Source: an optimization exercise on an open RTL-to-GDS flow (aim: a short achievable clock period and few clock cycles per item). Production flows keep margins and buffers that such runs may drop.
The RTL was checked by simulation tests, not by an equivalence proof against the original design.
Power figures rest on the tool's default switching activity, not on a simulated workload.

==> design.v <==
package pprd_pkg;
    localparam int SAMPLE_W   = 18;
    localparam int RATE_W     = 21;
    localparam int POS_W      = 32;
    localparam int HYST_W     = 18;
    localparam int SPM_W      = 16;
    localparam int CFG_IDX_W  = 2;
    localparam int CFG_DATA_W = 18;
    localparam int STEP_W     = $clog2(RATE_W);
    localparam logic [HYST_W-1:0] HYST_RESET = HYST_W'(300);
    localparam logic [SPM_W-1:0]  SPM_RESET  = SPM_W'(6000);
    localparam int QUICK_COUNT = 5;
    localparam int QUICK_SPANS = 3;
    localparam int QUICK_ENTRY = 1;
    typedef enum logic [CFG_IDX_W-1:0] {
        REG_HYSTERESIS = 2'd0,
        REG_SPM        = 2'd1
    } cfg_reg_t;
    typedef enum logic [1:0] {
        EV_NONE = 2'd0,
        EV_MAX  = 2'd1,
        EV_MIN  = 2'd2
    } event_t;
    typedef enum logic [2:0] {
        ST_IDLE,
        ST_RING_OLD,
        ST_RING_ONE,
        ST_DIV,
        ST_OUT
    } state_t;
    typedef struct packed {
        logic              start;
        logic [RATE_W-1:0] dividend;
        logic [POS_W-1:0]  divisor;
    } div_req_t;
    typedef struct packed {
        logic              done;
        logic [RATE_W-1:0] quotient;
    } div_rsp_t;
endpackage
module pprd_ring_mem #(
    parameter int DEPTH  = 10,
    parameter int ADDR_W = $clog2(DEPTH)
) (
    input  logic                         aclk,
    input  logic                         wr_en,
    input  logic [ADDR_W-1:0]            wr_addr,
    input  logic [pprd_pkg::POS_W-1:0]   wr_data,
    output logic [DEPTH*pprd_pkg::POS_W-1:0] entries
);
    logic [pprd_pkg::POS_W-1:0] mem [DEPTH];
    always_ff @(posedge aclk) begin
        if (wr_en) begin
            mem[wr_addr] <= wr_data;
        end
    end
    for (genvar i = 0; i < DEPTH; i++) begin : g_out
        assign entries[i*pprd_pkg::POS_W +: pprd_pkg::POS_W] = mem[i];
    end
endmodule
module pprd_divider #(
    parameter int N  = 21,
    parameter int LW = $clog2(N + 1)
) (
    input  logic          aclk,
    input  logic          aresetn,
    input  logic          start,
    input  logic [N-1:0]  num_norm,
    input  logic [LW-1:0] nlen,
    input  logic [31:0]   den,
    output logic          busy,
    output logic          fin,
    output logic [N-1:0]  quo
);
    localparam int W = N + 4;      
    typedef enum logic [1:0] {
        PH_SETUP,
        PH_STEP,
        PH_SIGN,
        PH_PICK
    } phase_t;
    logic          busy_reg, zero_reg, neg_reg;
    logic          qp_reg, qn_reg;  
    phase_t        ph_reg;
    logic [LW-1:0] cnt_reg;
    logic [LW-1:0] dlen_reg, nlen_reg;
    logic [N-1:0]  d_reg;          
    logic [N-1:0]  f_reg;          
    logic [W-1:0]  ws_reg, wc_reg;
    logic [N-1:0]  q_reg, qm_reg;  
    function automatic logic [LW-1:0] bitlen(input logic [N-1:0] v);
        bitlen = '0;
        for (int i = 0; i < N; i++) begin
            if (v[i]) bitlen = LW'(i + 1);
        end
    endfunction
    logic [W-1:0] ys, yc, a, s_new, c_new;
    always_comb begin
        ys    = {ws_reg[W-2:0], f_reg[N-1]};
        yc    = {wc_reg[W-2:0], 1'b0};
        a     = qp_reg ? ~{{(W-N){1'b0}}, d_reg} : qn_reg ? {{(W-N){1'b0}}, d_reg} : '0;
        s_new = ys ^ yc ^ a;
        c_new = {((ys & yc) | (ys & a) | (yc & a)), 1'b0};
        c_new[0] = qp_reg;                      
    end
    function automatic logic [1:0] pick(input logic [4:0] s5, input logic [4:0] c5,
                                        input logic [4:0] a5);
        logic [3:0] sx, cx, e;
        sx = s5[4:1] ^ c5[4:1] ^ a5[4:1];
        cx = (s5[3:0] & c5[3:0]) | (s5[3:0] & a5[3:0]) | (c5[3:0] & a5[3:0]);
        e  = sx + cx;
        pick = {e[3] && (e != 4'b1111), !e[3]};    
    endfunction
    logic [4:0] ys5, yc5, dp5;
    logic [1:0] nx_pos, nx_zero, nx_neg, nx;
    always_comb begin
        ys5     = ys[W-3 -: 5];
        yc5     = yc[W-3 -: 5];
        dp5     = {2'b00, 1'b1, d_reg[N-2 -: 2]};
        nx_pos  = pick(ys5, yc5, ~dp5);
        nx_zero = pick(ys5, yc5, 5'd0);
        nx_neg  = pick(ys5, yc5, dp5);
        nx      = qp_reg ? nx_pos : qn_reg ? nx_neg : nx_zero;
    end
    assign busy = busy_reg;
    assign fin  = busy_reg && ((ph_reg == PH_SETUP) ? (zero_reg || (nlen_reg < dlen_reg))
                                                     : (ph_reg == PH_PICK));
    assign quo  = (ph_reg == PH_SETUP) ? '0 : (neg_reg ? qm_reg : q_reg);
    always_ff @(posedge aclk) begin
        if (!aresetn) begin
            busy_reg <= 1'b0;
        end else begin
            if (start) busy_reg <= 1'b1;
            else if (fin) busy_reg <= 1'b0;
        end
    end
    always_ff @(posedge aclk) begin
        if (start) begin
            ph_reg   <= PH_SETUP;
            zero_reg <= (den[31:N] != '0) || (den[N-1:0] == '0);
            d_reg    <= den[N-1:0];
            dlen_reg <= bitlen(den[N-1:0]);
            f_reg    <= num_norm;
            nlen_reg <= nlen;
        end else if (busy_reg) begin
            unique case (ph_reg)
                PH_SETUP: begin
                    ph_reg  <= PH_STEP;
                    cnt_reg <= nlen_reg - dlen_reg;
                    d_reg   <= d_reg << (LW'(N) - dlen_reg);
                    ws_reg  <= W'(f_reg[N-1:1]);
                    wc_reg  <= '0;
                    f_reg   <= {f_reg[0], {(N-1){1'b0}}};
                    q_reg   <= '0;
                    qm_reg  <= '1;
                    qp_reg  <= 1'b1;
                    qn_reg  <= 1'b0;
                end
                PH_STEP: begin
                    if (cnt_reg == '0) ph_reg <= PH_SIGN;
                    cnt_reg <= cnt_reg - LW'(1);
                    ws_reg  <= s_new;
                    wc_reg  <= c_new;
                    f_reg   <= {f_reg[N-2:0], 1'b0};
                    q_reg   <= qp_reg ? {q_reg[N-2:0], 1'b1}  : qn_reg ? {qm_reg[N-2:0], 1'b1}
                                                              : {q_reg[N-2:0], 1'b0};
                    qm_reg  <= qp_reg ? {q_reg[N-2:0], 1'b0}  : qn_reg ? {qm_reg[N-2:0], 1'b0}
                                                              : {qm_reg[N-2:0], 1'b1};
                    qp_reg  <= nx[0];
                    qn_reg  <= nx[1];
                end
                PH_SIGN: begin
                    ph_reg  <= PH_PICK;
                    neg_reg <= (ws_reg + wc_reg) >> (W - 1);
                end
                default: ;
            endcase
        end
    end
endmodule
module pulse_peak_rate_detector_core #(
    parameter int RING_DEPTH = 10
) (
    input  logic                               aclk,
    input  logic                               aresetn,
    input  logic                               s_valid,
    output logic                               s_ready,
    input  logic [pprd_pkg::SAMPLE_W-1:0]      s_sample,
    output logic                               m_valid,
    input  logic                               m_ready,
    output logic [pprd_pkg::RATE_W-1:0]        m_rate,
    output logic [1:0]                         m_event_res,
    output logic [pprd_pkg::SAMPLE_W-1:0]      m_extreme_value,
    output logic                               m_falling_phase,
    input  logic                               cfg_wr_en,
    input  logic [pprd_pkg::CFG_IDX_W-1:0]     cfg_index,
    input  logic [pprd_pkg::CFG_DATA_W-1:0]    cfg_wdata
);
    localparam int SW        = pprd_pkg::SAMPLE_W;
    localparam int PW        = pprd_pkg::POS_W;
    localparam int RW        = pprd_pkg::RATE_W;
    localparam int ADDR_W    = $clog2(RING_DEPTH);
    localparam int COUNT_MAX = RING_DEPTH + 2;
    localparam int CNT_W     = $clog2(RING_DEPTH + 3);
    localparam int Q_W       = 5;                
    localparam int Q_N       = 1 << Q_W;
    localparam int E_W       = 3;                
    localparam int E_N       = 1 << E_W;
    localparam int R_W       = 2;                
    localparam int R_N       = 1 << R_W;
    localparam int UNTRACKED = 5;
    localparam int UNTRACKED_MAX = 3;
    logic [pprd_pkg::HYST_W-1:0] hyst_reg;
    logic [pprd_pkg::SPM_W-1:0]  spm_reg;
    logic [RW-1:0]               num3_reg, num10_reg;
    always_ff @(posedge aclk) begin
        if (!aresetn) begin
            hyst_reg <= pprd_pkg::HYST_RESET;
            spm_reg  <= pprd_pkg::SPM_RESET;
        end else if (cfg_wr_en) begin
            if (cfg_index == pprd_pkg::REG_HYSTERESIS) hyst_reg <= cfg_wdata[pprd_pkg::HYST_W-1:0];
            if (cfg_index == pprd_pkg::REG_SPM)        spm_reg  <= cfg_wdata[pprd_pkg::SPM_W-1:0];
        end
    end
    localparam int LW = $clog2(RW + 1);
    logic [LW-1:0] len3_reg, len10_reg;
    logic [RW-1:0] norm3_reg, norm10_reg;
    function automatic logic [LW-1:0] bitlen(input logic [RW-1:0] v);
        bitlen = '0;
        for (int i = 0; i < RW; i++) begin
            if (v[i]) bitlen = LW'(i + 1);
        end
    endfunction
    localparam int LO_W = RW / 2;
    logic [RW-1:0]   spm2_reg, spm8_reg;
    logic [LO_W:0]   lo3_reg, lo10_reg;
    logic [RW-1:0]   spm_ext;
    assign spm_ext = RW'(spm_reg);
    always_ff @(posedge aclk) begin
        lo3_reg    <= {1'b0, spm_ext[LO_W-2:0], 1'b0} + {1'b0, spm_ext[LO_W-1:0]};
        lo10_reg   <= {1'b0, spm_ext[LO_W-4:0], 3'b000} + {1'b0, spm_ext[LO_W-2:0], 1'b0};
        spm2_reg   <= spm_ext << 1;
        spm8_reg   <= spm_ext << 3;
    end
    logic [RW-1:0] spm1_reg;
    always_ff @(posedge aclk) begin
        spm1_reg   <= spm_ext;
        num3_reg   <= {spm2_reg[RW-1:LO_W] + spm1_reg[RW-1:LO_W] + (RW-LO_W)'(lo3_reg[LO_W]),
                       lo3_reg[LO_W-1:0]};
        num10_reg  <= {spm8_reg[RW-1:LO_W] + spm2_reg[RW-1:LO_W] + (RW-LO_W)'(lo10_reg[LO_W]),
                       lo10_reg[LO_W-1:0]};
        len3_reg   <= bitlen(num3_reg);
        len10_reg  <= bitlen(num10_reg);
        norm3_reg  <= num3_reg << (LW'(RW) - len3_reg);
        norm10_reg <= num10_reg << (LW'(RW) - len10_reg);
    end
    logic          s_ready_reg;
    logic          s_busy_reg;       
    logic          a_v;
    logic [SW-1:0] a_x;
    logic          acc;
    assign acc = s_valid && !s_busy_reg;
    always_ff @(posedge aclk) begin
        if (!aresetn) a_v <= 1'b0;
        else          a_v <= acc;
        a_x <= s_sample;
    end
    logic              rising_reg;
    logic [SW-1:0]     max_reg, min_reg;
    logic [PW-1:0]     index_reg, max_pos_reg;
    logic [ADDR_W-1:0] ptr_reg;
    logic [CNT_W-1:0]  count_reg;
    logic          p_v;
    logic [SW-1:0] p_x;
    logic [SW:0]   p_ph;      
    logic [SW:0]   p_mh;      
    always_ff @(posedge aclk) begin
        if (!aresetn) p_v <= 1'b0;
        else          p_v <= a_v;
        p_x  <= a_x;
        p_ph <= {1'b0, a_x} + {1'b0, hyst_reg};
        p_mh <= {1'b0, a_x} - {1'b0, hyst_reg};
    end
    logic          b_v;
    logic [SW-1:0] b_x;
    logic [2:0]    c_gt_max, c_peak, c_lt_min, c_valley;
    function automatic logic above_mh(input logic [SW:0] mh, input logic [SW-1:0] v);
        above_mh = !mh[SW] && (mh[SW-1:0] > v);
    endfunction
    always_ff @(posedge aclk) begin
        if (!aresetn) b_v <= 1'b0;
        else          b_v <= p_v;
        b_x      <= p_x;
        c_gt_max <= {p_x > min_reg, p_x > b_x, p_x > max_reg};
        c_peak   <= {p_ph < {1'b0, min_reg}, p_ph < {1'b0, b_x}, p_ph < {1'b0, max_reg}};
        c_lt_min <= {p_x < max_reg, p_x < b_x, p_x < min_reg};
        c_valley <= {above_mh(p_mh, max_reg), above_mh(p_mh, b_x), above_mh(p_mh, min_reg)};
    end
    logic [1:0]        max_sel, min_sel;    
    logic [PW-1:0]     index_inc;
    logic              new_max, peak_hit, new_min, valley_hit;
    logic              is_peak, is_valley, is_event;
    logic              quick_next, full_next, rated;
    logic [1:0]        ev;
    logic              fall;
    always_comb begin
        index_inc  = index_reg + PW'(1);
        new_max    = c_gt_max[max_sel];
        peak_hit   = c_peak[max_sel];
        new_min    = c_lt_min[min_sel];
        valley_hit = c_valley[min_sel];
        is_peak    = rising_reg && peak_hit;
        is_valley  = !rising_reg && valley_hit;
        is_event   = is_peak || is_valley;
        quick_next = (count_reg == CNT_W'(pprd_pkg::QUICK_COUNT - 1));
        full_next  = (count_reg >= CNT_W'(COUNT_MAX - 1));
        rated      = is_peak && (quick_next || full_next);
        ev         = is_peak ? pprd_pkg::EV_MAX : is_valley ? pprd_pkg::EV_MIN : pprd_pkg::EV_NONE;
        fall       = rising_reg ? peak_hit : !valley_hit;
    end
    always_ff @(posedge aclk) begin
        if (!aresetn) begin
            rising_reg  <= 1'b1;
            max_reg     <= '0;
            min_reg     <= '1;
            index_reg   <= '0;
            max_pos_reg <= '0;
            ptr_reg     <= '0;
            count_reg   <= '0;
        end else if (b_v) begin
            index_reg <= index_inc;
            if (rising_reg) begin
                if (new_max) begin
                    max_reg     <= b_x;
                    max_pos_reg <= index_inc;
                end else if (peak_hit) begin
                    rising_reg <= 1'b0;
                    min_reg    <= max_reg;
                    ptr_reg    <= (ptr_reg == ADDR_W'(RING_DEPTH - 1)) ? '0 : ptr_reg + ADDR_W'(1);
                    if (count_reg != CNT_W'(COUNT_MAX)) count_reg <= count_reg + CNT_W'(1);
                end
            end else begin
                if (new_min) begin
                    min_reg <= b_x;
                end else if (valley_hit) begin
                    rising_reg <= 1'b1;
                    max_reg    <= min_reg;
                end
            end
        end
    end
    always_ff @(posedge aclk) begin
        max_sel <= 2'd0;
        min_sel <= 2'd0;
        if (b_v) begin
            if (rising_reg) begin
                if (new_max)       max_sel <= 2'd1;
                else if (peak_hit) min_sel <= 2'd2;
            end else begin
                if (new_min)         min_sel <= 2'd1;
                else if (valley_hit) max_sel <= 2'd2;
            end
        end
    end
    logic          t_v;
    logic [1:0]    t_ev;
    logic          t_event;
    logic          t_fall;
    logic          t_rated;
    logic          t_quick;
    logic [ADDR_W-1:0] t_ptr;
    always_ff @(posedge aclk) begin
        if (!aresetn) t_v <= 1'b0;
        else          t_v <= b_v;
        t_ev    <= ev;
        t_event <= is_event;
        t_fall  <= fall;
        t_rated <= rated;
        t_quick <= quick_next;
        t_ptr   <= ptr_reg;
    end
    logic [RING_DEPTH*PW-1:0] ring;
    logic [PW-1:0]            src_reg;    
    pprd_ring_mem #(
        .DEPTH   (RING_DEPTH),
        .ADDR_W  (ADDR_W)
    ) u_ring (
        .aclk    (aclk),
        .wr_en   (t_v && t_ev == pprd_pkg::EV_MAX),
        .wr_addr (t_ptr),
        .wr_data (max_pos_reg),
        .entries (ring)
    );
    logic [RW+2:0] span_reg;        
    logic [RW:0]   span_lo;
    logic [PW-RW-1:0] mp_hi, src_hi;
    assign span_lo = {1'b0, max_pos_reg[RW-1:0]} - {1'b0, src_reg[RW-1:0]};
    assign mp_hi   = max_pos_reg[PW-1:RW];
    assign src_hi  = src_reg[PW-1:RW];
    always_ff @(posedge aclk) begin
        src_reg  <= quick_next ? ring[pprd_pkg::QUICK_ENTRY*PW +: PW] : ring[ptr_reg*PW +: PW];
        span_reg <= {mp_hi == src_hi + (PW-RW)'(1), mp_hi == src_hi, span_lo};
    end
    logic [1:0]     q_ev    [Q_N];
    logic           q_fall  [Q_N];
    logic           q_rated [Q_N];
    logic [Q_W-1:0] q_wr, q_rd;
    logic [Q_N-1:0] q_cnt;       
    always_ff @(posedge aclk) begin
        if (t_v) begin
            q_ev[q_wr]    <= t_ev;
            q_fall[q_wr]  <= t_fall;
            q_rated[q_wr] <= t_rated;
        end
    end
    logic [SW-1:0]  e_val [E_N];
    logic [E_W-1:0] e_wr, e_rd;
    logic [E_N-1:0] e_cnt;       
    always_ff @(posedge aclk) begin
        if (t_v && t_event) begin
            e_val[e_wr] <= (t_ev == pprd_pkg::EV_MAX) ? min_reg : max_reg;
        end
    end
    logic t_req;
    assign t_req = t_v && t_rated;
    logic [RW+2:0]  r_span  [R_N];
    logic [RW+2:0]  d_span;
    logic           d_big;
    logic           r_quick [R_N];
    logic [RW-1:0]  r_rate  [R_N];
    logic [R_N-1:0] r_req;       
    logic [R_N-1:0] r_done;      
    logic [R_W-1:0] r_wr, r_div, r_cur, r_rd;
    logic [R_N-1:0] r_cnt;       
    logic           div_start, div_busy, div_fin;
    logic           d_quick;
    logic [RW-1:0]  div_quo;
    assign d_quick = div_slot ? r_quick[r_div] : t_quick;
    assign d_span  = div_slot ? r_span[r_div] : span_reg;
    assign d_big   = d_span[RW] ? !d_span[RW+2] : !d_span[RW+1];
    logic div_slot, div_direct;
    assign div_slot   = r_req[r_div];
    assign div_direct = !div_slot && t_req;
    assign div_start  = !div_busy && (div_slot || div_direct);
    always_ff @(posedge aclk) begin
        if (t_req) begin
            r_span[r_wr]  <= span_reg;
            r_quick[r_wr] <= t_quick;
        end
        if (div_fin) begin
            r_rate[r_cur] <= div_quo;
        end
        if (div_start) begin
            r_cur <= r_div;
        end
    end
    pprd_divider #(
        .N       (RW)
    ) u_div (
        .aclk    (aclk),
        .aresetn (aresetn),
        .start   (div_start),
        .num_norm (d_quick ? norm3_reg : norm10_reg),
        .nlen    (d_quick ? len3_reg : len10_reg),
        .den     ({{(PW-RW-1){1'b0}}, d_big, d_span[RW-1:0]}),
        .busy    (div_busy),
        .fin     (div_fin),
        .quo     (div_quo)
    );
    logic          m_valid_reg;
    logic          m_idle_reg;       
    logic          h_v;
    logic [1:0]    h_ev;
    logic          h_event;
    logic          h_fall;
    logic          h_rated;
    logic          q_any, h_load, load_out, pop;
    assign q_any    = q_cnt[0];
    assign load_out = h_v && (!h_rated || r_done[r_rd]) && (m_idle_reg || m_ready);
    assign h_load   = !h_v || load_out;
    assign pop      = !m_idle_reg && m_ready;
    always_ff @(posedge aclk) begin
        if (!aresetn) h_v <= 1'b0;
        else if (h_load) h_v <= q_any;
        if (h_load) begin
            h_ev    <= q_ev[q_rd];
            h_event <= (q_ev[q_rd] != pprd_pkg::EV_NONE);
            h_fall  <= q_fall[q_rd];
            h_rated <= q_rated[q_rd];
        end
    end
    logic [RW-1:0] m_rate_reg;
    logic [1:0]    m_event_reg;
    logic [SW-1:0] m_extreme_reg;
    logic          m_falling_reg;
    logic [RW-1:0] o_rate;
    logic [SW-1:0] o_ext;
    logic [RW-1:0] c_rate_n;
    logic [1:0]    c_event_n;
    logic [SW-1:0] c_ext_n;
    logic          c_fall_n;
    assign o_rate = h_rated ? r_rate[r_rd] : '0;
    assign o_ext  = h_event ? e_val[e_rd] : '0;
    always_ff @(posedge aclk) begin
        if (load_out) begin
            c_rate_n  <= ~o_rate;
            c_event_n <= ~h_ev;
            c_ext_n   <= ~o_ext;
            c_fall_n  <= ~h_fall;
        end
        m_rate_reg    <= load_out ? o_rate : ~c_rate_n;
        m_event_reg   <= load_out ? h_ev   : ~c_event_n;
        m_extreme_reg <= load_out ? o_ext  : ~c_ext_n;
        m_falling_reg <= load_out ? h_fall : ~c_fall_n;
    end
    logic [Q_N-1:0] total_reg;    
    always_ff @(posedge aclk) begin
        if (!aresetn) begin
            q_wr        <= '0;
            q_rd        <= '0;
            q_cnt       <= '0;
            e_wr        <= '0;
            e_rd        <= '0;
            e_cnt       <= '0;
            r_wr        <= '0;
            r_div       <= '0;
            r_rd        <= '0;
            r_cnt       <= '0;
            r_req       <= '0;
            r_done      <= '0;
            total_reg   <= '0;
            m_valid_reg <= 1'b0;
            m_idle_reg  <= 1'b1;
            s_ready_reg <= 1'b1;
            s_busy_reg  <= 1'b0;
        end else begin
            if (t_v) q_wr <= q_wr + Q_W'(1);
            if (h_load && q_any) q_rd <= q_rd + Q_W'(1);
            unique case ({t_v, h_load && q_any})
                2'b10:   q_cnt <= {q_cnt[Q_N-2:0], 1'b1};
                2'b01:   q_cnt <= {1'b0, q_cnt[Q_N-1:1]};
                default: ;
            endcase
            if (t_v && t_event) e_wr <= e_wr + E_W'(1);
            if (load_out && h_event) e_rd <= e_rd + E_W'(1);
            unique case ({b_v && is_event, load_out && h_event})
                2'b10:   e_cnt <= {e_cnt[E_N-2:0], 1'b1};
                2'b01:   e_cnt <= {1'b0, e_cnt[E_N-1:1]};
                default: ;
            endcase
            if (t_req) r_wr <= r_wr + R_W'(1);
            if (div_start) r_div <= r_div + R_W'(1);
            if (load_out && h_rated) r_rd <= r_rd + R_W'(1);
            unique case ({b_v && rated, load_out && h_rated})
                2'b10:   r_cnt <= {r_cnt[R_N-2:0], 1'b1};
                2'b01:   r_cnt <= {1'b0, r_cnt[R_N-1:1]};
                default: ;
            endcase
            for (int i = 0; i < R_N; i++) begin
                if (t_req && r_wr == R_W'(i) && !(div_direct && !div_busy)) r_req[i] <= 1'b1;
                else if (div_start && r_div == R_W'(i)) r_req[i] <= 1'b0;
                if (div_fin && r_cur == R_W'(i)) r_done[i] <= 1'b1;
                else if (load_out && h_rated && r_rd == R_W'(i)) r_done[i] <= 1'b0;
            end
            unique case ({acc, pop})
                2'b10:   total_reg <= {total_reg[Q_N-2:0], 1'b1};
                2'b01:   total_reg <= {1'b0, total_reg[Q_N-1:1]};
                default: ;
            endcase
            if (load_out) begin
                m_valid_reg <= 1'b1;
                m_idle_reg  <= 1'b0;
            end else if (m_ready) begin
                m_valid_reg <= 1'b0;
                m_idle_reg  <= 1'b1;
            end
            s_ready_reg <= !total_reg[Q_N-2] && !e_cnt[E_N-UNTRACKED] && !r_cnt[R_N-UNTRACKED_MAX];
            s_busy_reg  <= !(!total_reg[Q_N-2] && !e_cnt[E_N-UNTRACKED] && !r_cnt[R_N-UNTRACKED_MAX]);
        end
    end
    assign s_ready         = s_ready_reg;
    assign m_valid         = m_valid_reg;
    assign m_rate          = m_rate_reg;
    assign m_event_res     = m_event_reg;
    assign m_extreme_value = m_extreme_reg;
    assign m_falling_phase = m_falling_reg;
endmodule
==> run.sh <==
#!/bin/bash
# synth_recipe.tcl (not shown) runs the flow's synth.tcl, then flattens the netlist and writes it again
# the make line also repeats each setting of config.mk as NAME=value (left out here)
make -C /OpenROAD-flow-scripts/flow DESIGN_CONFIG=/design/flow/config.mk WORK_HOME=/design/flow/orfs CLKGATE_MAP_FILE= SYNTH_SCRIPT=/design/flow/synth_recipe.tcl finish
==> config.mk <==
export PLATFORM = sky130hd
export DESIGN_NAME = pulse_peak_rate_detector_core
export DESIGN_NICKNAME = pulse_peak_rate_detector_core
export VERILOG_FILES = /design/flow/design.v
export SDC_FILE = /design/flow/constraint.sdc
export NUM_CORES = 4
export LEC_CHECK = 0
export ABC_CLOCK_PERIOD_IN_PS = 2000
export CAP_MARGIN = 20
export CORE_MARGIN = 2
export CORE_UTILIZATION = 60
export PLACE_DENSITY = 0.7
export SETUP_SLACK_MARGIN = 5
export SLEW_MARGIN = 20
export TNS_END_PERCENT = 100
==> constraint.sdc <==
create_clock -name core_clock -period 7.5 [get_ports {aclk}]
set_input_delay 1.5000 -clock core_clock [delete_from_list [all_inputs] [get_ports {aclk}]]
set_output_delay 1.5000 -clock core_clock [all_outputs]
set_load 0.01 [all_outputs]
==> flow_summary.ini, run 1 <==
[run_status]
status = finished clean

[power]
pwr-share-seq_pct = 48.7
comb_power_share_pct = 10.9
p_leak_nw = 30.10
peakVddDrop_uv = 239.2
power.density_mw_per_mm2 = 252.3
switching_power_mw = 4.997
clkPwrFrac_pct = 40.4
internal_power_mw = 15.34
sw_frac_of_total_pct = 24.57

[yosys]
synth_top_area_share_pct = 41.55
yosysWarnings = 3
synth_area_leader_cell = edfxtp_1
synthAdderAreaFrac_pct = 6.922
synthSimpleGateAreaFrac_pct = 8.575
synth_fp_nets = 5991
synth_edf_count = 978
synth_area_mm2 = 0.07068
synth_xor_area_share_pct = 2.354
muxShareOfSynthArea_pct = 12.12
synthCells = 5581
synth.area.top_cells = edfxtp_1 (42%), dfxtp_1 (17%), ha_1 (5.8%), mux4_2 (5.6%), mux2i_1 (4.8%)
synth_top_family_by_area = multiplexers
syn_avg_cell_area_um2 = 12.66
ys_ff_latch = 1582
synthFlopType = edfxtp_1
synth_compound_area_share_pct = 8.154
ys_seq_area_share_pct = 58.66
ys_types = 87
async_reset_ff_share_pct = 0

[timing]
hold_violations = 0
final_max_slew_viol_count = 0
fmax_ghz = 0.3647
slew_headroom_pct = 26.73
tns_ps = 0
fin_crit_sh_pct = 36.56
tightest_slew_ps = 1098
skew_ps = 25.15
worst_hold_slack_ps = 324.5
rsz0062_at_grt = true
finalSetupViolations = 0
fin_crit_ps = 2742

[drt]
ant_nets = 0
drcViolationCount = 0
postRouteWirelength_mm = 162.1
dr.pass1.iters = 6
wl_per_cell_um = 21.96
routed-via-count = 44060
routed_via_density = 5.969
detail_route.iter0.violations = 3957

[cells_and_area]
layout_common_cells = edfxtp_1 (978), nor2_1 (555), dfxtp_1 (535)
top_register = u_ring.mem
seqCellArea_mm2 = 0.04158
drive_gt1_share_pct = 15.73
area_growth_pct = 14.05
final_common_cell = edfxtp_1
instances_no_fill = 7381
fill_cells = 8012
post-route-util_pct = 69.18
largest_register_ff_count = 320
multi_input_area_mm2 = 0.02793
top_regs = u_ring.mem x320, e_val x144, r_span x96
fin_nets = 6128

[die]
fp.coreArea_mm2 = 0.1165
initial_utilization_pct = 60.66
fp.dieW_um = 347.2
io_pins = 87
dieArea_mm2 = 0.1206
fp.dieH_um = 347.2
num_rows = 125

[worst_setup_path]
worstSetupPathType = reg2out
path_buf_inv = 1
crit_path_max_fanout = 1
startpoint = m_extreme_reg[3]$_DFF_P_
critPathLaunchType = flip-flop
cp_slowest_cell = dfxtp_2
critical_path.cell_chain = buf_6
crit_arrival_ps = 1240
end_kind = primary output
max_stage_delay_ps = 360
r2r_start = u_div.dlen_reg[1]$_SDFFCE_PP0P_
path_delay_family = flip-flops
required_ps = 6000

[placement]
place.port_buffers = 86
routabilityCongestion = 0.9036
hpwlAfterDp_mm = 101.1
dp.cells = 6985

[cts]
cts_buffers = 160
ctsHoldBuffers = 0
clock-sinks = 1582
htree_num_levels = 4
cts_tree = built
clockRootBuffer = clkbuf_16
clkTransAtPathRegs_ps = 60
clk_path_buf_depth = 3
clk-insertion-delay-late_ps = 780

[global_routing]
grt_overflow_total = 0
track_usage_pct = 26.50
grt_pass1_wl_mm = 248.4
grt_pass1_vias = 43060
grt_start_max_net_pins = 131
antenna_found_initial = 1

[min_path]
worstHoldStart = lo3_reg[9]$_DFF_P_
hold_class = reg2reg

[flow_run]
cap_violations = 0
kinds of logic after synthesis:
logic type                 after synthesis
adders and majority gates              367
DFF                                   1582
muxes                                  593
AOI/OAI and AO/OA                      926
and+or+nand+nor                       1363
buffers and inverters                  560
xor gates and xnor gates               190
power by group through the flow:
stage | clock (mW) | combinational (mW) | sequential (mW)
after floorplan | 0 | 1.58 | 9.95
after global placement | 0 | 2.00 | 10.1
after detailed placement | 0 | 2.03 | 10.1
after CTS | 8.33 | 2.15 | 9.91
after global routing | 8.67 | 2.44 | 9.94
final | 8.21 | 2.21 | 9.91
final timing paths:
path,endpoint,slack [ps],cells after the start
worst max-delay path,m_extreme_value[3],4760,1
worst max register to register,r_rate[0][3]$_DFFE_PP_,4970,12
worst min register to register,num3_reg[9]$_DFF_P_,320,0
worst min-delay path,num3_reg[9]$_DFF_P_,320,0
synthesized netlist by cell type, types with 10 or more instances:
cell,count
a211oi_1,59
mux2i_1,340
edfxtp_1,978
mux4_2,175
buf_2,37
and2_1,21
nor2_1,564
a21o_1,60
o21bai_1,24
o21a_1,33
nor2b_1,68
a21oi_1,376
o22ai_1,20
o31ai_1,11
inv_1,287
o211ai_1,58
or3_1,14
buf_1,37
mux4_1,22
a31oi_1,25
nand2b_1,35
ha_1,327
nand3b_1,11
xor2_1,77
a21boi_0,24
a221oi_1,10
clkbuf_1,180
fa_1,40
and3_1,28
o211a_1,20
nand3_1,76
nor4_1,15
o21ai_1,14
dfxtp_1,604
mux2_2,55
xnor2_1,113
nor3_1,44
nand2_1,396
nand4_1,47
o21ai_0,132
per-layer routing:
metal / wire length (um) / global-route usage (%) / vias up
li1: - / - / 20670
met1: 71810 / 37.89 / 21790
met2: 77070 / 42.91 / 1376
met3: 9688 / 3.863 / 228
met4: 3498 / 6.752 / 0
met5: 0 / 0 / -
through the flow:
stage	worst slack, ps	area (um^2)	total power, mW
after floorplan	4585	71260	11.53
after global placement	3114	73090	12.10
after detailed placement	3086	73090	12.14
after CTS	4705	79670	20.40
after global routing	4717	80610	21.05
final	4758	80610	20.34
layout make-up:
type                       count  area share, %
sequential                  1582          51.59
multi-input combinational   3445          34.65
clock buffer                 227          5.619
timing repair buffer         230          3.086
tap                         1524          2.365
inverter                     293          1.436
clock inverter                73          1.197
timing repair inverter         6        0.06053
antenna                        1       0.003104
what timing repair did:
item                       4_1_cts  5_1_grt
resized for setup              354      153
setup endpoints to repair      851      507
pin swaps                       25       41
cloned                          14        7
setup buffers                   47       26
Testbench counts, summed over its fixed seeds: cycles 32,559, items 32,000.
==> inputs of run 2 (changes only) <==
--- a/config.mk
+++ b/config.mk
@@ -9,6 +9,9 @@
 export CAP_MARGIN = 20
 export CORE_MARGIN = 2
 export CORE_UTILIZATION = 60
+export CTS_BUF_LIST = sky130_fd_sc_hd__clkbuf_16
+export CTS_CLUSTER_DIAMETER = 60
+export CTS_CLUSTER_SIZE = 40
 export PLACE_DENSITY = 0.7
 export SETUP_SLACK_MARGIN = 5
 export SLEW_MARGIN = 20
==> run 2 against run 1 <==
Against the previous run:
- combinational power barely moved
- non-clock buffer count rose by 14
- synthesized cell count did not move
- clock power fell by 14%
- critical endpoint unchanged
- core utilization fell by 0.89 points
- count of clock-buffer cells in the layout fell by 106
- still clean on timing, DRC and antenna
==> flow_summary.ini, run 2 <==
[timing]
slew_headroom_pct = 26.78
fin_crit_sh_pct = 36.25
hold_violations = 0
finalSetupViolations = 0
skew_ps = 25.92
final_max_slew_viol_count = 0
tns_ps = 0
fin_crit_ps = 2719
tightest_slew_ps = 1097
fmax_ghz = 0.3678
rsz0062_at_grt = true

[cts]
htree_num_levels = 3
cts_tree = built
clk-insertion-delay-late_ps = 730
clockRootBuffer = clkbuf_16
cts_buffers = 119
clock-sinks = 1582
clkTransAtPathRegs_ps = 100
clk_path_buf_depth = 3

[die]
fp.coreArea_mm2 = 0.1165
fp.dieW_um = 347.2
initial_utilization_pct = 60.66
fp.dieH_um = 347.2
io_pins = 87
num_rows = 125
dieArea_mm2 = 0.1206

[worst_setup_path]
critPathLaunchType = flip-flop
end_kind = primary output
max_stage_delay_ps = 380
worstSetupPathType = reg2out
path_buf_inv = 1
r2r_start = q_rd[1]$_SDFFE_PN0P_
crit_path_max_fanout = 1
required_ps = 6000
crit_arrival_ps = 1220
startpoint = m_extreme_reg[3]$_DFF_P_
cp_slowest_cell = dfxtp_2
path_delay_family = flip-flops
critical_path.cell_chain = buf_6

[cells_and_area]
largest_register_ff_count = 320
final_common_cell = edfxtp_1
seqCellArea_mm2 = 0.04158
multi_input_area_mm2 = 0.02783
drive_gt1_share_pct = 15.51
top_regs = u_ring.mem x320, e_val x144, r_span x96
fill_cells = 8170
fin_nets = 6100
top_register = u_ring.mem
layout_common_cells = edfxtp_1 (978), nor2_1 (556), dfxtp_1 (534)
area_growth_pct = 12.59
diodes = 0

[yosys]
synth_edf_count = 978
ys_ff_latch = 1582
synth_area_mm2 = 0.07068
yosysWarnings = 3
synth_area_leader_cell = edfxtp_1
ys_types = 87
synth.most_common_cell = edfxtp_1
ys_seq_area_share_pct = 58.66
netlist_top_cells_count = edfxtp_1 (978), dfxtp_1 (604), nor2_1 (564), nand2_1 (396), a21oi_1 (376)
synth.area.top_cells = edfxtp_1 (42%), dfxtp_1 (17%), ha_1 (5.8%), mux4_2 (5.6%), mux2i_1 (4.8%)
syn_avg_cell_area_um2 = 12.66
async_reset_ff_share_pct = 0
synthCells = 5581
synth_top_area_share_pct = 41.55
synth_fp_nets = 5991
synthFlopType = edfxtp_1

[drt]
routed_via_density = 5.959
wl_per_cell_um = 21.72
ant_nets = 0
dr.pass1.iters = 6
detail_route.iter0.violations = 3997
postRouteWirelength_mm = 159.0
drcViolationCount = 0
routed-via-count = 43630

[power]
peakVddDrop_uv = 218.0
power.density_mw_per_mm2 = 241.0
p_leak_nw = 29.65
finalPower_mw = 19.18

[placement]
routabilityCongestion = 0.9036
place.port_buffers = 86
hpwlAfterDp_mm = 101.1

[global_routing]
grt_pass1_wl_mm = 243.8
grt_start_max_net_pins = 131
use_met3_pct = 2.722
antenna_found_initial = 1
met2_usage_pct = 42.17
grt-busiest-layer = met2
grt_overflow_total = 0
track_usage_pct = 25.88
grt_pass1_vias = 42140
grtUsageMet1_pct = 37.90

[min_path]
worstHoldStart = lo10_reg[3]$_DFF_P_
hold_class = reg2reg

[run_status]
status = finished clean

[flow_run]
cap_violations = 0
-- run 2: cell counts after synthesis --
Identical to the previous run, type by type.
-- run 2: kinds of logic (layout without fill, tap and decap cells) --
family                   Yosys count  after routing  synth area share (%)
AND/OR/NAND/NOR                 1363           1367                 8.575
XOR/XNOR                         190            190                 2.354
flip-flops                      1582           1582                 58.66
multiplexers                     593            593                 12.12
buffers and inverters            560            771                 3.217
adder cells (fa/ha/maj)          367            367                 6.922
AO/OA/AOI/OAI                    926            927                 8.154
-- run 2: area by class of cell --
| type | instances | share of cell area, % |
|---|---|---|
| Sequential cell | 1582 | 52.26 |
| Multi-Input combinational cell | 3444 | 34.98 |
| Clock buffer | 121 | 3.805 |
| Timing Repair Buffer | 244 | 3.220 |
| Tap cell | 1524 | 2.396 |
| Clock inverter | 107 | 1.794 |
| Inverter | 293 | 1.483 |
| Timing Repair inverter | 6 | 0.06761 |
-- run 2: metal layers --
metal | vias up | wire length (um)
met5 | - | 0
met4 | 0 | 3134
met3 | 197 | 9208
met2 | 1272 | 75460
met1 | 21530 | 71220
li1 | 20630 | -
-- run 2: final timing paths --
| check | end | slack [ps] | cells after the start |
|---|---|---|---|
| min reg2reg | num10_reg[3]$_DFF_P_ | 320 | 0 |
| min | num10_reg[3]$_DFF_P_ | 320 | 0 |
| max reg2reg | h_rated$_DFFE_PN_ | 5040 | 3 |
| max | m_extreme_value[3] | 4780 | 1 |
-- run 2: where the power goes --
| group | internal (mW) | switching (mW) |
|---|---|---|
| clock network | 3.43 | 3.61 |
| registers | 9.61 | 0.292 |
| logic | 0.929 | 1.30 |
-- run 2: stage by stage --
| stage | hold slack (ps) | instance area (um^2) | std cells | utilization [%] | setup WS (ps) |
|---|---|---|---|---|---|
| after floorplan | 309.6 | 71260 | 5581 | - | 4585 |
| after global placement | 313.7 | 73090 | 6985 | 62.73 | 3114 |
| after detailed placement | 312.1 | 73090 | 6985 | 62.73 | 3086 |
| after CTS | 324.5 | 78650 | 7276 | 67.50 | 4742 |
| after global routing | 328.0 | 79570 | 7321 | 68.29 | 4760 |
| final | 322.4 | 79570 | 7321 | 68.29 | 4781 |
-- run 2: repair_timing --
| item | in CTS | in global routing |
|---|---|---|
| hold buffers | 0 | 0 |
| gates cloned | 14 | 4 |
| buffers inserted | 49 | 40 |
| gates resized for setup | 355 | 142 |
| pin swaps | 22 | 35 |
| setup endpoints to repair | 884 | 591 |
==> inputs of run 3 (changes only) <==
--- a/config.mk
+++ b/config.mk
@@ -8,11 +8,11 @@
 export ABC_CLOCK_PERIOD_IN_PS = 2000
 export CAP_MARGIN = 20
 export CORE_MARGIN = 2
-export CORE_UTILIZATION = 60
+export CORE_UTILIZATION = 65
 export CTS_BUF_LIST = sky130_fd_sc_hd__clkbuf_16
 export CTS_CLUSTER_DIAMETER = 60
 export CTS_CLUSTER_SIZE = 40
-export PLACE_DENSITY = 0.7
+export PLACE_DENSITY = 0.75
 export SETUP_SLACK_MARGIN = 5
 export SLEW_MARGIN = 20
 export TNS_END_PERCENT = 100
==> run 3 against run 2 <==
Against the previous run:
- area after synthesis unchanged
- sequential power about the same
- sequential cell count unchanged
- core utilization increased by 5.2 points
- critical endpoint is now m_extreme_value[6]
- largest cell class unchanged
==> flow_summary.ini, run 3 <==
[run_status]
status = finished clean

[worst_setup_path]
max_stage_delay_ps = 360
cp_slowest_cell = dfxtp_2
path_buf_inv = 1
required_ps = 6000
path_delay_family = flip-flops
end_kind = primary output
worstSetupPathType = reg2out
critical_path.cell_chain = buf_6
crit_path_max_fanout = 1
crit_arrival_ps = 1190
critPathLaunchType = flip-flop

[yosys]
ys_ff_latch = 1582
synthCells = 5581
syn_avg_cell_area_um2 = 12.66
synth_area_leader_cell = edfxtp_1
synthFlopType = edfxtp_1
ys_types = 87
synth_top_area_share_pct = 41.55
synth_edf_count = 978
synth.area.top_cells = edfxtp_1 (42%), dfxtp_1 (17%), ha_1 (5.8%), mux4_2 (5.6%), mux2i_1 (4.8%)
ys_seq_area_share_pct = 58.66
netlist_top_cells_count = edfxtp_1 (978), dfxtp_1 (604), nor2_1 (564), nand2_1 (396), a21oi_1 (376)
async_reset_ff_share_pct = 0
synth_fp_nets = 5991
synth_area_mm2 = 0.07068
synth.most_common_cell = edfxtp_1
yosysWarnings = 3

[global_routing]
antenna_found_initial = 1
grt_start_max_net_pins = 115
grt_pass1_wl_mm = 239.9
grt_pass1_vias = 42240
track_usage_pct = 27.61
grt_overflow_total = 0

[timing]
finalSetupViolations = 0
fmax_ghz = 0.3715
fin_crit_ps = 2692
setup_slack_ps = 4808
slew_headroom_pct = 27.27
worst_hold_slack_ps = 327.5
tightest_slew_ps = 1091
final_max_slew_viol_count = 0
hold_violations = 0
tns_ps = 0
rsz0062_at_grt = true
fin_crit_sh_pct = 35.89
skew_ps = 42.17

[placement]
hpwlAfterDp_mm = 98.70
dp_slack_ps = 3110
routabilityCongestion = 0.8886
placed_cell_area_mm2 = 0.07292
place.port_buffers = 86
dp.cells = 6861

[cells_and_area]
fin_nets = 6077
final_area_mm2 = 0.07904
fill_cells = 6926
layout_common_cells = edfxtp_1 (978), nor2_1 (557), dfxtp_1 (538)
final_common_cell = edfxtp_1
largest_register_ff_count = 320
area_growth_pct = 11.84
instances_no_fill = 7175
drive_gt1_share_pct = 14.78
top_register = u_ring.mem
post-route-util_pct = 73.53
top_regs = u_ring.mem x320, e_val x144, r_span x96

[power]
power.density_mw_per_mm2 = 239.6
peakVddDrop_uv = 231.9
finalPower_mw = 18.94
p_leak_nw = 29.45

[cts]
htree_num_levels = 3
clock-sinks = 1582
cts_tree = built
ctsHoldBuffers = 0
clk-insertion-delay-late_ps = 740
cts_buffers = 117
clk_path_buf_depth = 3
clkTransAtPathRegs_ps = 80
clockRootBuffer = clkbuf_16

[flow_run]
cap_violations = 0

[die]
num_rows = 120
fp.dieH_um = 333.8
fp.coreArea_mm2 = 0.1075
fp.dieW_um = 333.8
io_pins = 87
dieArea_mm2 = 0.1114
initial_utilization_pct = 65.74

[drt]
drcViolationCount = 0
ant_nets = 0
routed_via_density = 6.108
routed-via-count = 43830
dr.pass1.iters = 6
postRouteWirelength_mm = 156.5
detail_route.iter0.violations = 3843
wl_per_cell_um = 21.82

[min_path]
hold_class = reg2reg
run 3: routing by layer:
metal	wire length [um]	track usage, %	part of all wire, %	up-vias
li1	-	-	-	20580
met1	67630	39.76	43	21590
met2	74850	45.03	48	1455
met3	11010	3.873	7.0	210
met4	3043	6.479	1.9	0
met5	0	0	0	-
run 3: power by group:
part | leakage (nW) | switching, mW | total [mW] | internal [mW]
combinational | 13.4 | 1.30 | 2.23 | 0.927
clock | 2.08 | 3.49 | 6.82 | 3.33
sequential | 13.9 | 0.285 | 9.89 | 9.61
total | 29.5 | 5.08 | 18.9 | 13.9
run 3: path summary, 6_finish.rpt:
check	start	end	slack, ps	depth (start not counted)
worst max register to register	src_reg[21]$_DFF_P_	span_reg[23]$_DFF_P_	5020	8
worst min register to register	lo3_reg[6]$_DFF_P_	num3_reg[6]$_DFF_P_	330	0
worst min-delay path	lo3_reg[6]$_DFF_P_	num3_reg[6]$_DFF_P_	330	0
worst max-delay path	m_extreme_reg[6]$_DFF_P_	m_extreme_value[6]	4810	1
run 3: worst reg2reg max path: cells and delay by family (launching register included):
| kind | cells | cell delay [ps] |
|---|---|---|
| xor gates and xnor gates | 1 | 230 |
| DFF | 1 | 420 |
| and+or+nand+nor | 3 | 1100 |
| adders and majority gates | 1 | 220 |
| AOI/OAI and AO/OA | 3 | 350 |
run 3: area by class of cell:
class / instances / area [um^2] / area share (%)
inverter: 293 / 1176 / 1.488
antenna: 1 / 2.502 / 0.003166
clock buffer: 123 / 3078 / 3.894
clock inverter: 100 / 1214 / 1.535
multi-input combinational: 3442 / 27790 / 35.16
timing repair buffer: 226 / 2420 / 3.061
tap: 1403 / 1755 / 2.221
sequential: 1582 / 41570 / 52.59
timing repair inverter: 5 / 41.29 / 0.05224
run 3: repair_timing:
item / CTS / global route
buffers inserted: 46 / 27
gates cloned: 12 / 4
resized for setup: 340 / 127
pin swaps: 18 / 22
setup endpoints to repair: 901 / 515
run 3: cell families (layout without fill, tap and decap cells):
| kind of cell | count (synthesis) | count (layout) | synth area share (%) |
|---|---|---|---|
| AOI/OAI and AO/OA | 926 | 928 | 8.154 |
| buffers and inverters | 560 | 747 | 3.217 |
| other | 0 | 1 | 0 |
| muxes | 593 | 593 | 12.12 |
| and+or+nand+nor | 1363 | 1364 | 8.575 |
| xor gates and xnor gates | 190 | 190 | 2.354 |
| DFF | 1582 | 1582 | 58.66 |
| adders and majority gates | 367 | 367 | 6.922 |
==> inputs of run 4 (changes only) <==
--- a/design.v
+++ b/design.v
@@ -476,7 +476,9 @@
     logic          h_rated;
     logic          q_any, h_load, load_out, pop;
     assign q_any    = q_cnt[0];
-    assign load_out = h_v && (!h_rated || r_done[r_rd]) && (m_idle_reg || m_ready);
+    logic fin_head;
+    assign fin_head = div_fin && (r_cur == r_rd);
+    assign load_out = h_v && (!h_rated || r_done[r_rd] || fin_head) && (m_idle_reg || m_ready);
     assign h_load   = !h_v || load_out;
     assign pop      = !m_idle_reg && m_ready;
     always_ff @(posedge aclk) begin
@@ -499,7 +501,7 @@
     logic [1:0]    c_event_n;
     logic [SW-1:0] c_ext_n;
     logic          c_fall_n;
-    assign o_rate = h_rated ? r_rate[r_rd] : '0;
+    assign o_rate = h_rated ? (r_done[r_rd] ? r_rate[r_rd] : div_quo) : '0;
     assign o_ext  = h_event ? e_val[e_rd] : '0;
     always_ff @(posedge aclk) begin
         if (load_out) begin
@@ -559,8 +561,8 @@
             for (int i = 0; i < R_N; i++) begin
                 if (t_req && r_wr == R_W'(i) && !(div_direct && !div_busy)) r_req[i] <= 1'b1;
                 else if (div_start && r_div == R_W'(i)) r_req[i] <= 1'b0;
-                if (div_fin && r_cur == R_W'(i)) r_done[i] <= 1'b1;
-                else if (load_out && h_rated && r_rd == R_W'(i)) r_done[i] <= 1'b0;
+                if (load_out && h_rated && r_rd == R_W'(i)) r_done[i] <= 1'b0;
+                else if (div_fin && r_cur == R_W'(i)) r_done[i] <= 1'b1;
             end
             unique case ({acc, pop})
                 2'b10:   total_reg <= {total_reg[Q_N-2:0], 1'b1};
==> run 4 against run 3 <==
Against the previous run:
- clock skew decreased by 9.1 ps
- area after synthesis up 0.62%
- die area grew 0.62%
- power increased by 6.5%
- sequential share of layout area down 0.94 points
- non-clock buffer count increased by 63
- first-iteration DRC count rose by 20%
- clock power about the same
- core utilization is 0.53 points higher
- synthesized cell count grew 1.4%
- largest cell class unchanged
- sequential cell count stayed put
==> flow_summary.ini, run 4 <==
[power]
p_leak_nw = 30.15
peakVddDrop_uv = 228.9
power.density_mw_per_mm2 = 250.6

[cells_and_area]
fin_nets = 6203
area_growth_pct = 13.19
top_register = u_ring.mem
instances_no_fill = 7306
final_common_cell = edfxtp_1
final_area_mm2 = 0.08050
largest_register_ff_count = 320
drive_gt1_share_pct = 16.36
top_regs = u_ring.mem x320, e_val x144, r_span x96
layout_common_cells = edfxtp_1 (978), nor2_1 (564), dfxtp_1 (543)
fill_cells = 6851

[global_routing]
grt_overflow_total = 0
grt_pass1_vias = 43570
grt_start_max_net_pins = 147
track_usage_pct = 28.31
antenna_found_initial = 2
grt_pass1_wl_mm = 247.9

[yosys]
synth_fp_nets = 6069
yosysWarnings = 3
synthAdderAreaFrac_pct = 6.879
ys_ff_latch = 1582
synthFlopType = edfxtp_1
synth_compound_area_share_pct = 8.283
synthCells = 5659
synth_xor_area_share_pct = 2.155
synth_area_leader_cell = edfxtp_1
netlist_top_cells_count = edfxtp_1 (978), dfxtp_1 (604), nor2_1 (574), nand2_1 (404), a21oi_1 (374)
synth_edf_count = 978
ys_types = 88
synth.most_common_cell = edfxtp_1
muxShareOfSynthArea_pct = 12.34
synthSimpleGateAreaFrac_pct = 8.883
syn_avg_cell_area_um2 = 12.57
synth_area_mm2 = 0.07112
synth_top_family_by_area = multiplexers
async_reset_ff_share_pct = 0
synth.area.top_cells = edfxtp_1 (41%), dfxtp_1 (17%), mux4_2 (5.9%), ha_1 (5.8%), mux2i_1 (4.9%)
synth_top_area_share_pct = 41.29
ys_seq_area_share_pct = 58.30

[die]
fp.dieW_um = 334.8
num_rows = 121
initial_utilization_pct = 65.43
dieArea_mm2 = 0.1121
io_pins = 87
fp.coreArea_mm2 = 0.1087
fp.dieH_um = 334.8

[worst_setup_path]
r2r_start = u_div.dlen_reg[1]$_SDFFCE_PP0P_
cp_slowest_cell = edfxtp_1
worstReg2RegEnd = q_cnt[4]$_SDFFE_PN0P_
required_ps = 8130
crit_arrival_ps = 3560
max_stage_delay_ps = 440
rr_worst_depth = 15
critical_path.cell_chain = buf_12, clkinv_8, ha_4, nor2b_4, o21ai_4, a21oi_4, or2_4, o41ai_4, ha_4, buf_6, buf_4, mux2i_1, nor2_1, a21oi_1, nor2_1
crit_path_max_fanout = 4
worstSetupPathType = reg2reg
end_kind = flip-flop
critPathLaunchType = flip-flop
reg2reg_slack_ps = 4560

[drt]
ant_nets = 0
routed_via_density = 6.198
detail_route.iter0.violations = 4600
dr.pass1.iters = 6
routed-via-count = 45280
postRouteWirelength_mm = 164.4
drcViolationCount = 0
wl_per_cell_um = 22.50

[timing]
tns_ps = 0
finalSetupViolations = 0
fmax_ghz = 0.3404
fin_crit_sh_pct = 39.17
slew_headroom_pct = 23.56
final_max_slew_viol_count = 0
rsz0062_at_grt = true
tightest_slew_ps = 1145
hold_violations = 0
skew_ps = 33.12
fin_crit_ps = 2938

[cts]
cts_buffers = 112
clock-sinks = 1582
cts_tree = built
clk-insertion-delay-late_ps = 750
clk_path_buf_depth = 3
htree_num_levels = 3
clockRootBuffer = clkbuf_16
clkTransAtPathRegs_ps = 90
ctsHoldBuffers = 0

[placement]
hpwlAfterDp_mm = 101.0
routabilityCongestion = 0.9150
placed_cell_area_mm2 = 0.07338
dp.cells = 6941
place.port_buffers = 86

[min_path]
hold_class = reg2reg
worstHoldStart = lo10_reg[6]$_DFF_P_
hold_path_end = num10_reg[6]$_DFF_P_
whs_path_depth = 0

[run_status]
status = finished clean

[flow_run]
cap_violations = 0
==> run 4: worst max-delay path, delay by kind of cell, from the launching register on <==
| kind | cells | cell delay, ps |
|---|---|---|
| AND/OR/NAND/NOR | 4 | 520 |
| flip-flops | 1 | 440 |
| buffers and inverters | 4 | 480 |
| multiplexers | 1 | 230 |
| AO/OA/AOI/OAI | 4 | 760 |
| adder cells (fa/ha/maj) | 2 | 400 |
==> run 4: power by group <==
part | total, mW | leakage [nW] | switching [mW] | internal [mW]
logic | 3.22 | 14.1 | 1.78 | 1.45
registers | 10.1 | 14.0 | 0.385 | 9.71
clock network | 6.85 | 2.05 | 3.66 | 3.19
==> run 4: layout make-up <==
| class | instances | area [um^2] | area share, % |
|---|---|---|---|
| Multi-Input combinational cell | 3519 | 28530 | 35.45 |
| Antenna cell | 1 | 2.502 | 0.003109 |
| Clock buffer | 114 | 2853 | 3.544 |
| Tap cell | 1414 | 1769 | 2.198 |
| Clock inverter | 98 | 1393 | 1.730 |
| Timing Repair inverter | 4 | 71.32 | 0.08860 |
| Inverter | 285 | 1124 | 1.396 |
| Sequential cell | 1582 | 41570 | 51.65 |
| Timing Repair Buffer | 289 | 3179 | 3.950 |
==> run 4: worst max-delay path by stage <==
stage,start,end,slack [ps],cells past startpoint
floorplan,u_div.dlen_reg[1]$_SDFFCE_PP0P_,q_cnt[10]$_SDFFE_PN0P_,4390,17
global placement,m_ready,q_cnt[10]$_SDFFE_PN0P_,3230,8
detailed placement,m_ready,q_cnt[13]$_SDFFE_PN0P_,3150,8
CTS,u_div.dlen_reg[1]$_SDFFCE_PP0P_,q_cnt[19]$_SDFFE_PN0P_,4660,14
global route,u_div.dlen_reg[1]$_SDFFCE_PP0P_,q_cnt[5]$_SDFFE_PN0P_,4480,15
finish,u_div.dlen_reg[1]$_SDFFCE_PP0P_,q_cnt[4]$_SDFFE_PN0P_,4560,15
==> run 4: metrics by stage <==
step	setup WS [ps]	total power, mW	hold WS, ps	utilization, %
2_1_floorplan	4392	12.21	309.6	-
3_3_place_gp	3226	12.83	313.7	67.50
3_5_place_dp	3148	12.91	312.1	67.51
4_1_cts	4665	19.94	334.3	72.78
5_1_grt	4478	20.88	337.7	74.05
6_report	4562	20.17	335.0	74.05
==> run 4: metal layers <==
metal	vias to the layer above	routed length, um	track usage, %
met1	22430	71490	41.64
met4	2	3653	6.736
li1	20950	-	-
met3	247	11320	3.342
met2	1649	77940	45.57
met5	-	12	0
==> run 4: logic make-up after synthesis <==
| kind of cell | Yosys count |
|---|---|
| flops | 1582 |
| simple gates | 1412 |
| compound gates | 944 |
| mux | 614 |
| buf+inv | 565 |
| fa+ha+maj | 367 |
| xor+xnor | 175 |
==> run 4: timing repair <==
item | CTS | global route
gates resized for setup | 375 | 159
buffers inserted | 60 | 60
setup endpoints to repair | 881 | 526
pin swaps | 28 | 61
endpoints found under the hold margin | 0 | 0
cloned | 19 | 13
Testbench counts of run 4, summed over its fixed seeds: cycles 32,527, items 32,000.
==> inputs of run 5 (changes only) <==
--- a/design.v
+++ b/design.v
@@ -76,10 +76,13 @@
     typedef enum logic [1:0] {
         PH_SETUP,
         PH_STEP,
-        PH_SIGN,
-        PH_PICK
+        PH_SIGN
     } phase_t;
-    logic          busy_reg, zero_reg, neg_reg;
+    logic          busy_reg, zero_reg;
+    logic [W-1:0]  rem_sum;
+    logic          neg;
+    assign rem_sum = ws_reg + wc_reg;
+    assign neg     = rem_sum[W-1];
     logic          qp_reg, qn_reg;  
     phase_t        ph_reg;
     logic [LW-1:0] cnt_reg;
@@ -124,8 +127,8 @@
     end
     assign busy = busy_reg;
     assign fin  = busy_reg && ((ph_reg == PH_SETUP) ? (zero_reg || (nlen_reg < dlen_reg))
-                                                     : (ph_reg == PH_PICK));
-    assign quo  = (ph_reg == PH_SETUP) ? '0 : (neg_reg ? qm_reg : q_reg);
+                                                     : (ph_reg == PH_SIGN));
+    assign quo  = (ph_reg == PH_SETUP) ? '0 : (neg ? qm_reg : q_reg);
     always_ff @(posedge aclk) begin
         if (!aresetn) begin
             busy_reg <= 1'b0;
@@ -169,10 +172,6 @@
                     qp_reg  <= nx[0];
                     qn_reg  <= nx[1];
                 end
-                PH_SIGN: begin
-                    ph_reg  <= PH_PICK;
-                    neg_reg <= (ws_reg + wc_reg) >> (W - 1);
-                end
                 default: ;
             endcase
         end
--- a/config.mk
+++ b/config.mk
@@ -8,11 +8,11 @@
 export ABC_CLOCK_PERIOD_IN_PS = 2000
 export CAP_MARGIN = 20
 export CORE_MARGIN = 2
-export CORE_UTILIZATION = 65
+export CORE_UTILIZATION = 60
 export CTS_BUF_LIST = sky130_fd_sc_hd__clkbuf_16
 export CTS_CLUSTER_DIAMETER = 60
 export CTS_CLUSTER_SIZE = 40
-export PLACE_DENSITY = 0.75
+export PLACE_DENSITY = 0.7
 export SETUP_SLACK_MARGIN = 5
 export SLEW_MARGIN = 20
 export TNS_END_PERCENT = 100
==> run 5 against run 4 <==
Against the previous run:
- now fails the layout checks on max-capacitance violations, max-slew violations
- sequential power is essentially flat
- combinational power shrank 31%
- clock power grew 2%
- worst hold slack lost 2.1 ps
- final area grew 3.3%
- die area grew 8.4%
- critical path type unchanged
==> flow_summary.ini, run 5 <==
[worst_setup_path]
critical_path.cell_chain = xnor2_1, nand3_4, a21oi_4, clkbuf_16, a221oi_2
required_ps = 7980
rr_worst_depth = 5
end_kind = flip-flop
crit_arrival_ps = 3550
worstSetupPathType = reg2reg
critPathLaunchType = flip-flop
cp_slowest_cell = xnor2_1
max_stage_delay_ps = 1250
crit_path_max_fanout = 8

[placement]
routabilityCongestion = 0.9009
dp.cells = 7166
place.port_buffers = 86
dp_slack_ps = 3269
hpwlAfterDp_mm = 106.3

[global_routing]
track_usage_pct = 27.82
grt_overflow_total = 0
grt_start_max_net_pins = 132
grt_pass1_vias = 45270
antenna_found_initial = 4
grt_pass1_wl_mm = 262.9

[cells_and_area]
instances_no_fill = 7600
layout_common_cells = edfxtp_1 (977), nor2_1 (544), dfxtp_1 (529)
seqCellArea_mm2 = 0.04158
multi_input_area_mm2 = 0.02986
final_common_cell = edfxtp_1
largest_register_ff_count = 320
area_growth_pct = 16.73
fin_nets = 6366
top_register = u_ring.mem
top_regs = u_ring.mem x320, e_val x144, r_span x96
drive_gt1_share_pct = 19.40
fill_cells = 7897

[yosys]
synth_area_mm2 = 0.07123
synth.area.top_cells = edfxtp_1 (41%), dfxtp_1 (17%), mux4_2 (5.9%), ha_1 (5.6%), mux2i_1 (4.0%)
async_reset_ff_share_pct = 0
synth_top_family_by_area = multiplexers
synthCells = 5774
syn_avg_cell_area_um2 = 12.34
yosysWarnings = 3
synthSimpleGateAreaFrac_pct = 9.352
netlist_top_cells_count = edfxtp_1 (977), dfxtp_1 (604), nor2_1 (560), nand2_1 (459), a21oi_1 (412)
synth_compound_area_share_pct = 9.422
synth_top_area_share_pct = 41.19
ys_ff_latch = 1581
ys_seq_area_share_pct = 58.16
muxShareOfSynthArea_pct = 10.96
synthFlopType = edfxtp_1
synth.most_common_cell = edfxtp_1
synth_area_leader_cell = edfxtp_1
synth_xor_area_share_pct = 2.164
synth_fp_nets = 6178
ys_types = 96
synth_edf_count = 977
synthAdderAreaFrac_pct = 6.763

[timing]
slew_headroom_pct = -8.346
skew_ps = 33.15
fmax_ghz = 0.3260
fin_crit_ps = 3068
final_max_slew_viol_count = 7
finalSetupViolations = 0
hold_violations = 0
tightest_slew_ps = 1614
worst_hold_slack_ps = 332.9
rsz0062_at_grt = true
fin_crit_sh_pct = 40.90
tns_ps = 0
setup_slack_ps = 4432

[drt]
routed-via-count = 46910
drcViolationCount = 0
ant_nets = 0
wl_per_cell_um = 23.28
postRouteWirelength_mm = 176.9
routed_via_density = 6.172
dr.pass1.iters = 6
detail_route.iter0.violations = 4343

[cts]
clock-sinks = 1581
clk_path_buf_depth = 3
ctsHoldBuffers = 0
clockRootBuffer = clkbuf_16
htree_num_levels = 3
clkTransAtPathRegs_ps = 90
clk-insertion-delay-late_ps = 750
cts_buffers = 112
cts_tree = built

[power]
clkPwrFrac_pct = 36.6
pwr-share-seq_pct = 51.8
comb_power_share_pct = 11.6
power.density_mw_per_mm2 = 229.4
sw_frac_of_total_pct = 27.98
switching_power_mw = 5.337
internal_power_mw = 13.74
p_leak_nw = 30.71
peakVddDrop_uv = 200.9

[die]
io_pins = 87
num_rows = 126
fp.coreArea_mm2 = 0.1179
fp.dieH_um = 348.6
fp.dieW_um = 348.6
initial_utilization_pct = 60.41
dieArea_mm2 = 0.1215

[run_status]
status = finished with violations
failed_checks = max-capacitance violations, max-slew violations

[min_path]
whs_path_depth = 0
hold_class = reg2reg

[flow_run]
cap_violations = 1
==> run 5: worst max-delay path, delay by kind of cell (launching register included) <==
kind / cells / cell delay, ps
simple gates: 1 / 360
buf+inv: 1 / 260
flops: 1 / 430
xor+xnor: 1 / 1250
compound gates: 2 / 510
==> run 5: worst paths after layout <==
kind                                  startpoint                endpoint  slack, ps
setup / recovery  u_div.wc_reg[24]$_SDFFCE_PN0P_  c_rate_n[18]$_DFFE_PP_       4430
hold / removal                lo3_reg[1]$_DFF_P_     num3_reg[1]$_DFF_P_        330
setup reg to reg  u_div.wc_reg[24]$_SDFFCE_PN0P_  c_rate_n[18]$_DFFE_PP_       4430
hold reg to reg               lo3_reg[1]$_DFF_P_     num3_reg[1]$_DFF_P_        330
==> run 5: logic make-up (layout without fill, tap and decap cells) <==
logic type,after synthesis,in the layout
AOI/OAI and AO/OA,1082,1083
xor gates and xnor gates,176,176
adders and majority gates,361,361
buffers and inverters,565,845
DFF,1581,1581
muxes,525,526
other,0,2
and+or+nand+nor,1484,1490
==> run 5: stage by stage <==
step                total power, mW  utilization (%)  area [um^2]
CTS                           19.03            68.55        80840
floorplan                     11.38                -        71870
detailed placement            11.98            62.50        73700
finish                        19.08            70.51        83150
global placement              11.93            62.48        73680
global route                  19.72            70.51        83140
==> run 5: power groups by stage <==
stage | registers [mW] | logic [mW] | clock network (mW)
floorplan | 9.90 | 1.48 | 0
global placement | 10.1 | 1.86 | 0
detailed placement | 10.1 | 1.90 | 0
CTS | 9.87 | 2.09 | 7.08
global route | 9.91 | 2.42 | 7.39
finish | 9.88 | 2.21 | 6.99
==> run 5: timing repair <==
action / 4_1_cts / 5_1_grt
pin swaps: 76 / 103
gates cloned: 32 / 15
resized for setup: 561 / 294
endpoints found under the setup margin: 1013 / 620
setup buffers: 95 / 76
endpoints found under the hold margin: 0 / 0
==> run 5: final cells by class <==
cell class	count	share of cell area [%]
Antenna cell	2	0.006019
Clock buffer	114	3.431
Clock inverter	100	1.887
Inverter	266	1.299
Multi-Input combinational cell	3636	35.92
Sequential cell	1581	50.00
Tap cell	1536	2.311
Timing Repair Buffer	351	4.850
Timing Repair inverter	14	0.2979
==> run 5: per-layer routing <==
layer | track usage, % | part of all wire (%) | vias up
li1 | - | - | 21640
met1 | 39.69 | 43 | 23110
met2 | 45.23 | 47 | 1745
met3 | 3.171 | 6.4 | 416
met4 | 8.286 | 3.9 | 2
met5 | 0 | 0.0068 | -
Testbench counts of run 5, summed over its fixed seeds: cycles 32,495, items 32,000.
==> inputs of run 6 (changes only) <==
--- a/config.mk
+++ b/config.mk
@@ -9,9 +9,6 @@
 export CAP_MARGIN = 20
 export CORE_MARGIN = 2
 export CORE_UTILIZATION = 60
-export CTS_BUF_LIST = sky130_fd_sc_hd__clkbuf_16
-export CTS_CLUSTER_DIAMETER = 60
-export CTS_CLUSTER_SIZE = 40
 export PLACE_DENSITY = 0.7
 export SETUP_SLACK_MARGIN = 5
 export SLEW_MARGIN = 20
==> run 6 against run 5 <==
Against the previous run:
- global-route usage is 0.61 points higher
- highest routed layer unchanged
- sequential share of layout area is 0.26 points lower
- final area is 0.50% higher
- largest cell class unchanged
- final cell count is 0.88% higher
- fails the layout checks on antenna violations
==> flow_summary.ini, run 6 <==
[cells_and_area]
layout_common_cells = edfxtp_1 (977), nor2_1 (545), dfxtp_1 (534)
final_common_cell = edfxtp_1
fin_nets = 6389
drive_gt1_share_pct = 18.81

[global_routing]
grt_start_max_net_pins = 132
grt_pass1_vias = 46010
track_usage_pct = 28.43

[run_status]
failed_checks = antenna violations
status = finished with violations

[timing]
rsz0062_at_grt = true
finalSetupViolations = 0
slew_headroom_pct = 27.25
final_max_slew_viol_count = 0
hold_violations = 0
worst_hold_slack_ps = 325.2

[worst_setup_path]
end_kind = flip-flop
worstReg2RegEnd = c_rate_n[17]$_DFFE_PP_
required_ps = 8100
crit_path_max_fanout = 11
critPathLaunchType = flip-flop
r2r_start = u_div.ws_reg[1]$_DFFE_PP_
reg2reg_slack_ps = 4480
crit_arrival_ps = 3620

[yosys]
syn_avg_cell_area_um2 = 12.34
async_reset_ff_share_pct = 0
synth_fp_nets = 6178
yosysWarnings = 3
synth_area_leader_cell = edfxtp_1
synthFlopType = edfxtp_1
netlist_top_cells_count = edfxtp_1 (977), dfxtp_1 (604), nor2_1 (560), nand2_1 (459), a21oi_1 (412)
ys_seq_area_share_pct = 58.16
synth.area.top_cells = edfxtp_1 (41%), dfxtp_1 (17%), mux4_2 (5.9%), ha_1 (5.6%), mux2i_1 (4.0%)
ys_ff_latch = 1581

[min_path]
hold_path_end = num3_reg[3]$_DFF_P_
hold_class = reg2reg

[die]
fp.dieH_um = 348.6
num_rows = 126
initial_utilization_pct = 60.41
fp.coreArea_mm2 = 0.1179
io_pins = 87
fp.dieW_um = 348.6

[drt]
drcViolationCount = 0
ant_nets = 1

[cts]
cts_buffers = 161
clk_path_buf_depth = 3
htree_num_levels = 4
clock-sinks = 1581

[power]
peakVddDrop_uv = 258.7
p_leak_nw = 31.05
-- run 6: cell families (layout without fill, tap and decap cells) --
family	Yosys count	after routing	share of synthesized area [%]
and+or+nand+nor	1484	1490	9.352
AOI/OAI and AO/OA	1082	1083	9.422
xor gates and xnor gates	176	176	2.164
muxes	525	526	10.96
adders and majority gates	361	361	6.763
DFF	1581	1581	58.16
other	0	5	0
buffers and inverters	565	909	3.183
-- run 6: power breakdown --
group / switching (mW) / leakage, nW / internal [mW]
combinational: 1.29 / 14.4 / 0.868
clock: 3.48 / 2.76 / 4.95
sequential: 0.309 / 13.9 / 9.58
total: 5.08 / 31.1 / 15.4
-- run 6: stage by stage --
stage / util [%] / std cells / area (um^2)
6_report: 70.86 / 7667 / 83570
3_3_place_gp: 62.48 / 7165 / 73680
5_1_grt: 70.85 / 7662 / 83550
3_5_place_dp: 62.50 / 7166 / 73700
2_1_floorplan: - / 5774 / 71870
4_1_cts: 69.47 / 7600 / 81920
-- run 6: routing by layer --
metal  track usage, %  wire [um]
met4            9.755       5705
met3            3.757      11610
met1            39.89      75480
met2            45.95      83840
met5                0         13
-- run 6: worst max-delay path, stage by stage (launching register included) --
cell and delay [ps]:
edfxtp_1 400, ha_1 320, a211oi_2 220, o21ai_2 110, a221oi_2 230, buf_4 170
buf_6 100, nor4_4 30, buf_4 160, nor3_4 210, buf_6 190, buf_12 160
nor3_4 50, buf_12 170, a221oi_1 280
-- run 6: final cells by class --
type                            count  area [um^2]
Sequential cell                  1581        41560
Timing Repair inverter             13        244.0
Timing Repair Buffer              326         3565
Antenna cell                        5        12.51
Clock buffer                      229         4557
Tap cell                         1536         1922
Clock inverter                     75         1111
Fill cell                        7914        34360
Multi-Input combinational cell   3636        29520
Inverter                          266         1072
-- run 6: worst max-delay path by stage --
| stage | cells past startpoint | end |
|---|---|---|
| after CTS | 14 | c_rate_n[0]$_DFFE_PP_ |
| after detailed placement | 10 | e_cnt[5]$_SDFFE_PN0P_ |
| final | 14 | c_rate_n[17]$_DFFE_PP_ |
| after global placement | 10 | e_cnt[5]$_SDFFE_PN0P_ |
| after global routing | 15 | m_rate_reg[1]$_DFF_P_ |
| after floorplan | 17 | e_cnt[5]$_SDFFE_PN0P_ |
-- run 6: timing repair --
item,CTS,global route
setup buffers,101,55
resized for setup,548,239
cloned,29,6
pin swaps,61,93
setup endpoints to repair,1017,661

Check on run 6: ideal ports give 4.478 ns setup slack; a clkbuf_16 on the clock port and buf_2 on the inputs give 4.478 ns; moving port delays by the midpoint clock arrival (0.881 ns) as well gives 4.024 ns.
